This design comes from an exercise in tuning for small area, a short achievable clock period and few clock cycles per item on the open sky130 flow, not from production work. The RTL was checked by simulation tests, not by an equivalence proof against the original design.

[flow/config.mk]
export PLATFORM = sky130hd
export DESIGN_NAME = subbytes_pipe
export DESIGN_NICKNAME = subbytes_pipe
export VERILOG_FILES = /design/flow/design.v
export SDC_FILE = /design/flow/constraint.sdc
export NUM_CORES = 4
export LEC_CHECK = 0
export CAP_MARGIN = 20
export CORE_MARGIN = 2
export CORE_UTILIZATION = 45
export PLACE_DENSITY = 0.6
export SLEW_MARGIN = 20
[flow/constraint.sdc]
create_clock -name core_clock -period 13.0 [get_ports {clk_i}]
set_input_delay 2.6000 -clock core_clock [delete_from_list [all_inputs] [get_ports {clk_i}]]
set_output_delay 2.6000 -clock core_clock [all_outputs]
set_load 0.01 [all_outputs]
[flow/design.v]
module subbytes_pipe #(
    parameter int NUM_BYTES = 16,
    parameter int LANE_W    = 8
) (
    input  logic                   clk_i,
    input  logic                   rst_ni,
    input  logic                   in_valid_i,
    output logic                   in_ready_o,
    input  logic [8*NUM_BYTES-1:0] in_data_i,
    input  logic                   inv_i,
    output logic                   out_valid_o,
    input  logic                   out_ready_i,
    output logic [8*NUM_BYTES-1:0] out_data_o,
    output logic                   busy_o
);
    if (LANE_W != 8) begin : g_bad_lane_w
        $error("subbytes_pipe: LANE_W must be 8");
    end
    if (NUM_BYTES < 1 || NUM_BYTES > 16) begin : g_bad_num_bytes
        $error("subbytes_pipe: NUM_BYTES must be in 1..16");
    end
    function automatic logic [7:0] gf_mul(input logic [7:0] a, input logic [7:0] b);
        logic [7:0] acc;
        logic [7:0] sh;
        acc = 8'h00;
        sh  = a;
        for (int i = 0; i < 8; i++) begin
            if (b[i]) acc = acc ^ sh;
            sh = {sh[6:0], 1'b0} ^ (sh[7] ? 8'h1B : 8'h00);
        end
        gf_mul = acc;
    endfunction
    function automatic logic [7:0] aff_fwd(input logic [7:0] b);
        aff_fwd = b ^ {b[6:0], b[7]} ^ {b[5:0], b[7:6]} ^ {b[4:0], b[7:5]}
                 ^ {b[3:0], b[7:4]} ^ 8'h63;
    endfunction
    function automatic logic [7:0] aff_inv(input logic [7:0] b);
        aff_inv = {b[6:0], b[7]} ^ {b[4:0], b[7:5]} ^ {b[1:0], b[7:2]} ^ 8'h05;
    endfunction
    logic s1_inv;
    logic s2_inv;
    logic                               advance;
    logic                               s1_valid;
    logic                               s2_valid;
    logic [NUM_BYTES-1:0][6:0][7:0]     sq_d;
    logic [NUM_BYTES-1:0][6:0][7:0]     s1_sq;
    logic [NUM_BYTES-1:0][7:0]          pa_d;
    logic [NUM_BYTES-1:0][7:0]          pb_d;
    logic [NUM_BYTES-1:0][7:0]          s2_pa;
    logic [NUM_BYTES-1:0][7:0]          s2_pb;
    logic [8*NUM_BYTES-1:0]             out_d;
    assign advance    = !out_valid_o || out_ready_i;
    assign in_ready_o = advance;
    assign busy_o     = s1_valid || s2_valid || out_valid_o;
    always_comb begin : p_s1
        logic [7:0] b;
        sq_d = '0;
        b    = 8'h00;
        for (int k = 0; k < NUM_BYTES; k++) begin
            b = inv_i ? aff_inv(in_data_i[8*k +: 8]) : in_data_i[8*k +: 8];
            sq_d[k][0] = gf_mul(b, b);
            for (int i = 1; i < 7; i++) begin
                sq_d[k][i] = gf_mul(sq_d[k][i-1], sq_d[k][i-1]);
            end
        end
    end
    always_comb begin : p_s2
        pa_d = '0;
        pb_d = '0;
        for (int k = 0; k < NUM_BYTES; k++) begin
            pa_d[k] = gf_mul(gf_mul(s1_sq[k][6], s1_sq[k][5]), s1_sq[k][4]);
            pb_d[k] = gf_mul(gf_mul(s1_sq[k][3], s1_sq[k][2]),
                             gf_mul(s1_sq[k][1], s1_sq[k][0]));
        end
    end
    always_comb begin : p_s3
        logic [7:0] prod;
        out_d = '0;
        prod  = 8'h00;
        for (int k = 0; k < NUM_BYTES; k++) begin
            prod = gf_mul(s2_pa[k], s2_pb[k]);
            out_d[8*k +: 8] = s2_inv ? prod : aff_fwd(prod);
        end
    end
    always_ff @(posedge clk_i or negedge rst_ni) begin
        if (!rst_ni) begin
            s1_valid    <= 1'b0;
            s2_valid    <= 1'b0;
            out_valid_o <= 1'b0;
            out_data_o  <= '0;
        end else if (advance) begin
            s1_valid    <= in_valid_i;
            s2_valid    <= s1_valid;
            out_valid_o <= s2_valid;
            if (s2_valid) out_data_o <= out_d;
        end
    end
    always_ff @(posedge clk_i) begin
        if (advance && in_valid_i) begin
            s1_sq <= sq_d;
            s1_inv <= inv_i;
        end
        if (advance && s1_valid) begin
            s2_pa <= pa_d;
            s2_pb <= pb_d;
            s2_inv <= s1_inv;
        end
    end
endmodule
[flow/run.sh]
#!/bin/bash
# synth_recipe.tcl (not shown) runs the flow's synth.tcl, then flattens the netlist and writes it again
# the make line also repeats each setting of config.mk as NAME=value (left out here)
make -C /OpenROAD-flow-scripts/flow DESIGN_CONFIG=/design/flow/config.mk WORK_HOME=/design/flow/orfs CLKGATE_MAP_FILE= SYNTH_SCRIPT=/design/flow/synth_recipe.tcl finish
==> summary.txt <==
layer usage:
| layer | wire length (microns) | track usage, % | vias to the layer above |
|---|---|---|---|
| li1 | - | - | 90977 |
| met1 | 245000 | 27.7 | 83255 |
| met2 | 246000 | 35.1 | 2660 |
| met3 | 17100 | 1.77 | 492 |
| met4 | 9220 | 3.92 | 8 |
| met5 | 51 | 0 | - |
worst register-to-register path: stages, from the launching register on:
cell and delay (ps):
sky130_fd_sc_hd__edfxtp_1 750, sky130_fd_sc_hd__xor2_1 360, sky130_fd_sc_hd__xor2_1 580, sky130_fd_sc_hd__nand2_1 150, sky130_fd_sc_hd__xnor2_1 210, sky130_fd_sc_hd__xnor2_1 110
sky130_fd_sc_hd__xnor2_1 820, sky130_fd_sc_hd__xor2_1 410, sky130_fd_sc_hd__xor2_1 690, sky130_fd_sc_hd__xnor2_1 190, sky130_fd_sc_hd__xnor2_1 190, sky130_fd_sc_hd__a21oi_1 110
sky130_fd_sc_hd__xnor2_1 340, sky130_fd_sc_hd__xnor2_1 190
timing repair:
action,4_1_cts,5_1_grt
endpoints found under the hold margin,0,0
resized for setup,0,13
setup buffers,0,1
endpoints found under the setup margin,0,17
cell usage in the layout, fill, tap and decap left out, drive strengths merged, types with 45 or more instances in the layout:
cell type / count
xnor3: 211
xor3: 132
mux2i: 627
nor3: 218
o22ai: 254
a22oi: 105
mux2: 87
a21o: 62
nor2: 1938
nand2: 5612
or3: 70
a211oi: 156
and3: 67
inv: 698
a31oi: 155
nor4: 45
clkbuf: 206
dfrtp: 131
nand3: 389
nand2b: 271
o21ai: 1026
a21oi: 1114
xor2: 2567
nor3b: 55
clkinv: 92
clkdlybuf4s50: 261
nor2b: 339
xnor2: 7613
buf: 996
o221ai: 132
a211o: 57
or2: 53
o211ai: 148
edfxtp: 1154
ha: 112
and2: 77
layout make-up:
type	count	area, sq um
clock inverter	112	1110
tap	6425	8040
clock buffer	205	4590
timing repair buffer	1258	10300
inverter	715	2700
sequential	1285	37900
fill	46652	247000
antenna	6	15.0
multi-input combinational	24335	170000
logic make-up after synthesis:
logic type | after synthesis
AO/OA/AOI/OAI | 3717
XOR/XNOR | 10523
adder cells (fa/ha/maj) | 116
buffers and inverters | 2388
flip-flops | 1285
multiplexers | 719
AND/OR/NAND/NOR | 9260
worst max path at each step:
stage / slack [ps] / cells after the start / end
6_report: 640 / 43 / s1_sq[780]
5_1_grt: -150 / 40 / s1_sq[388]
4_1_cts: 610 / 42 / s1_sq[780]
3_5_place_dp: -380 / 41 / s1_sq[780]
3_3_place_gp: -280 / 38 / s1_sq[668]
2_1_floorplan: 0.9 / 49 / s1_sq[388]
flip-flops by register name (all words and copies together), names as in the netlist:
| name | count |
|---|---|
| s2_inv | 1 |
| out_data_o | 128 |
| s2_pb | 128 |
| out_valid_o | 1 |
| s2_pa | 128 |
| s2_valid | 1 |
| s1_inv | 1 |
| s1_valid | 1 |
| s1_sq | 896 |
==> summary.txt <==
- The initial antenna violation count came to 12.
- The count of hold-fix buffers inserted at cts is 0.
- The number of enable flip-flop cells after synthesis is 1154.
- The via count is 177392.
- Based on the critical path, the design can be clocked at up to 80.9 MHz.
- The final core utilization is 48.8%.
- In this run the mean area of a mapped cell was 7.76 sq um.
- Of all nets on the critical path, the largest fanout is 13.
- The tightest hold path in the finished design has a slack of 476 ps.
- The worst hold path belongs to the class reg -> reg.
- Summing the areas of all xor and xnor instances in the mapped netlist gives 45.4% of the synthesized area.
- The cell count after placement is 34016.
- After floorplanning, the core was divided into 255 placement rows.
- Counting instances in the post-synthesis netlist gives the leading cell types as 7457 x sky130_fd_sc_hd__xnor2_1, 5611 x sky130_fd_sc_hd__nand2_1, 2536 x sky130_fd_sc_hd__xor2_1, 1931 x sky130_fd_sc_hd__nor2_1, 1256 x sky130_fd_sc_hd__clkbuf_1.
- The weighted congestion reported at the end of routability-driven placement is 0.868.
- The first TritonRoute pass finished after 6 iterations.
- Along the worst hold path, the cell count comes to 2.
- For this configuration, the core starts out at a cell density of 45.1%.
- Between clock sinks in the finished design, the worst skew comes to 47.0 ps.
- The number of hold-slack violations in the final timing report came to 0.
- The die footprint is 489000 sq um.
- For the worst-skew pair, the clock arrives at the later sink with an insertion delay of 890 ps.
- The number of standard cells in the final layout excluding fillers is 34341.
- The residual antenna-violating net count after detailed routing is 0.
- For this block, the initial DRC count from the detailed router was 11366.
- Data on the critical path arrives at its endpoint at 12990 ps.
- The reg2reg setup slack is 7600 ps.
- Relative to the synthesized area, the layout overhead comes to 8.20%.
- In the routed design, unresolved DRC markers number 0.
- The core region is 482000 sq um.
- Synthesis produced 28008 cells.
- The minimum period implied by the final worst setup slack is 12360 ps.
- The launching element type of the critical path is a primary input.
- Counting flops and latches in the post-synthesis netlist gives 1285.
- The largest net degree at the start of global routing is 169.
- The clock net sink count is 1285.
- Setup slack on the critical path of the routed design comes to 644 ps.
- Of the available clock period, the critical path in the final layout requires 95.0%.
- The first global-routing pass estimated 861000 microns of wire.
- The number of nets in the synthesized netlist is 28253.
- The count of warnings emitted by yosys is 1.
- The cell area after synthesis is 217000 sq um.
- The flow ran to the end and the layout has no timing, DRC or antenna violations.
- The count of max-cap constraint violations is 0.
- The critical path endpoint category is a register.
- Prior to clock tree synthesis, the placed netlist has a worst setup slack of -378 ps.
- After routing the design area is 235000 sq um.
- The slew of the pin with the lowest slew margin is 1140 ps.
- Summed over its instances, the top area cell type makes up 30.1% of the synthesized netlist area.
- The slowest stage of the critical path belongs to the cell sky130_fd_sc_hd__xor3_1.
- The multiplexer share of the synthesized area is 3.55%.
- In this run the tightest slew margin relative to its limit is 24.0%.
- The fraction of synthesis flops using an asynchronous set or reset pin is 10.2%.
- By area, the combinational part of the netlist is dominated by XOR/XNOR gates.
- The most instantiated flip-flop cell in the synthesis netlist is sky130_fd_sc_hd__edfxtp_1.
- The sink of the worst hold path is out_data_o[19].
- For this design the top-level I/O count stands at 264.
- The number of nets in the layout is 28012.
- The cell area reported after detailed placement is 229000 sq um.
- In this design, the critical path's most frequently occurring cell is sky130_fd_sc_hd__xor2_1.
- In this design, the stage delay of the slowest critical-path cell is 490 ps.
- The CTS H-tree depth is 4.
- Setup violations remaining at the end of the flow were counted as 0.
- The worst-case reg-to-reg path depth is 13.
- The startpoint of the worst setup timing path is in_data_i[111].
- The buffer levels on the longest clock path is 4.
- The clock tree from TritonCTS is built.
- In the routed layout, each cell is associated on average with a via count of 5.17.
- The required time reported for the critical path endpoint is 13630 ps.
- Global routing used 20.3% of the available tracks.
- The count of input and output buffers is 263.
- The share of the yosys chip area belonging to registers is 17.5%.
- The final number of max-transition violations is 0.
- The worst register-to-register path ends at s2_pb[116].
- The clock-pin slew on the worst setup and hold paths is 50 ps.
- The number of buffers and inverters on the critical path is 5.
- The post-detailed-route wirelength per cell is 15.1 microns.
- The type of the setup path with the least slack is in -> reg.
- The complex-gate fraction of the synthesized area is 10.7%.
- Measured along the x axis, the die boundary spans 699 microns.
- The number of clock buffers added by TritonCTS is 172.
- In this run the most critical hold path is launched from out_data_o[19].
- The most numerous cell in the Yosys netlist is sky130_fd_sc_hd__xnor2_1.
- Yosys mapped the design onto 134 distinct sky130hd cell types.
- The fraction of final layout cells sized beyond drive strength 1 is 6.86%.
- The post-synthesis cell type with the largest combined area is sky130_fd_sc_hd__xnor2_1.
- Setup repair after global routing could not meet its margin everywhere.
- The simple-gate share of the synthesized area is 17.8%.
- The routed design has 517000 microns of wire.
- The vertical die dimension is 699 microns.
- Detailed placement finished with a half-perimeter wire length of 389000 microns.
- The gate family responsible for the most delay along the worst path is XOR/XNOR gates.
- The worst register-to-register path begins at s1_sq[813].
- The final global-route overflow total is 0.
- Sorting the synthesized cells by area gives the leading types as sky130_fd_sc_hd__xnor2_1 30%, sky130_fd_sc_hd__edfxtp_1 16%, sky130_fd_sc_hd__xor2_1 10%.
- The number of global-route vias before repair came to 166873.
- The buffer cell driving the clock tree root is sky130_fd_sc_hd__clkbuf_16.
- The total negative slack for setup checks is 0 ps.
- The share of synthesized cell area in full adder, half adder and majority cells is 0.663%.
Testbench counts, summed over its fixed seeds: cycles 6,012, items 6,000.

-- afterwards: timing with drivers on the ports --
The results above use ideal ports. As a check the final layout listed here was re-extracted and re-timed, cells and wires unchanged. Step 1 (the two cells are an assumption about what drives the block):
set clk [get_ports {clk_i}]
set_driving_cell -lib_cell sky130_fd_sc_hd__clkbuf_16 $clk
set_driving_cell -lib_cell sky130_fd_sc_hd__buf_2 [delete_from_list [all_inputs] $clk]
Step 2 moves the port delays by t, midway between the first and last clock arrival at a register: inputs arrive t later, outputs are due t later. That takes back most of the time a late clock gives input paths. a / b / c = ideal ports / drivers / drivers and shift; a / b = the first two.
t (ns): 1.011
setup slack, ns: 0.644 / 0.748 / -0.263
worst setup path at the end: input to register
Met with ideal ports but missed after step 2: setup timing in this run. For this run, drivers alone change the setup slack by +0.104 ns; drivers and shift together by -0.907 ns.
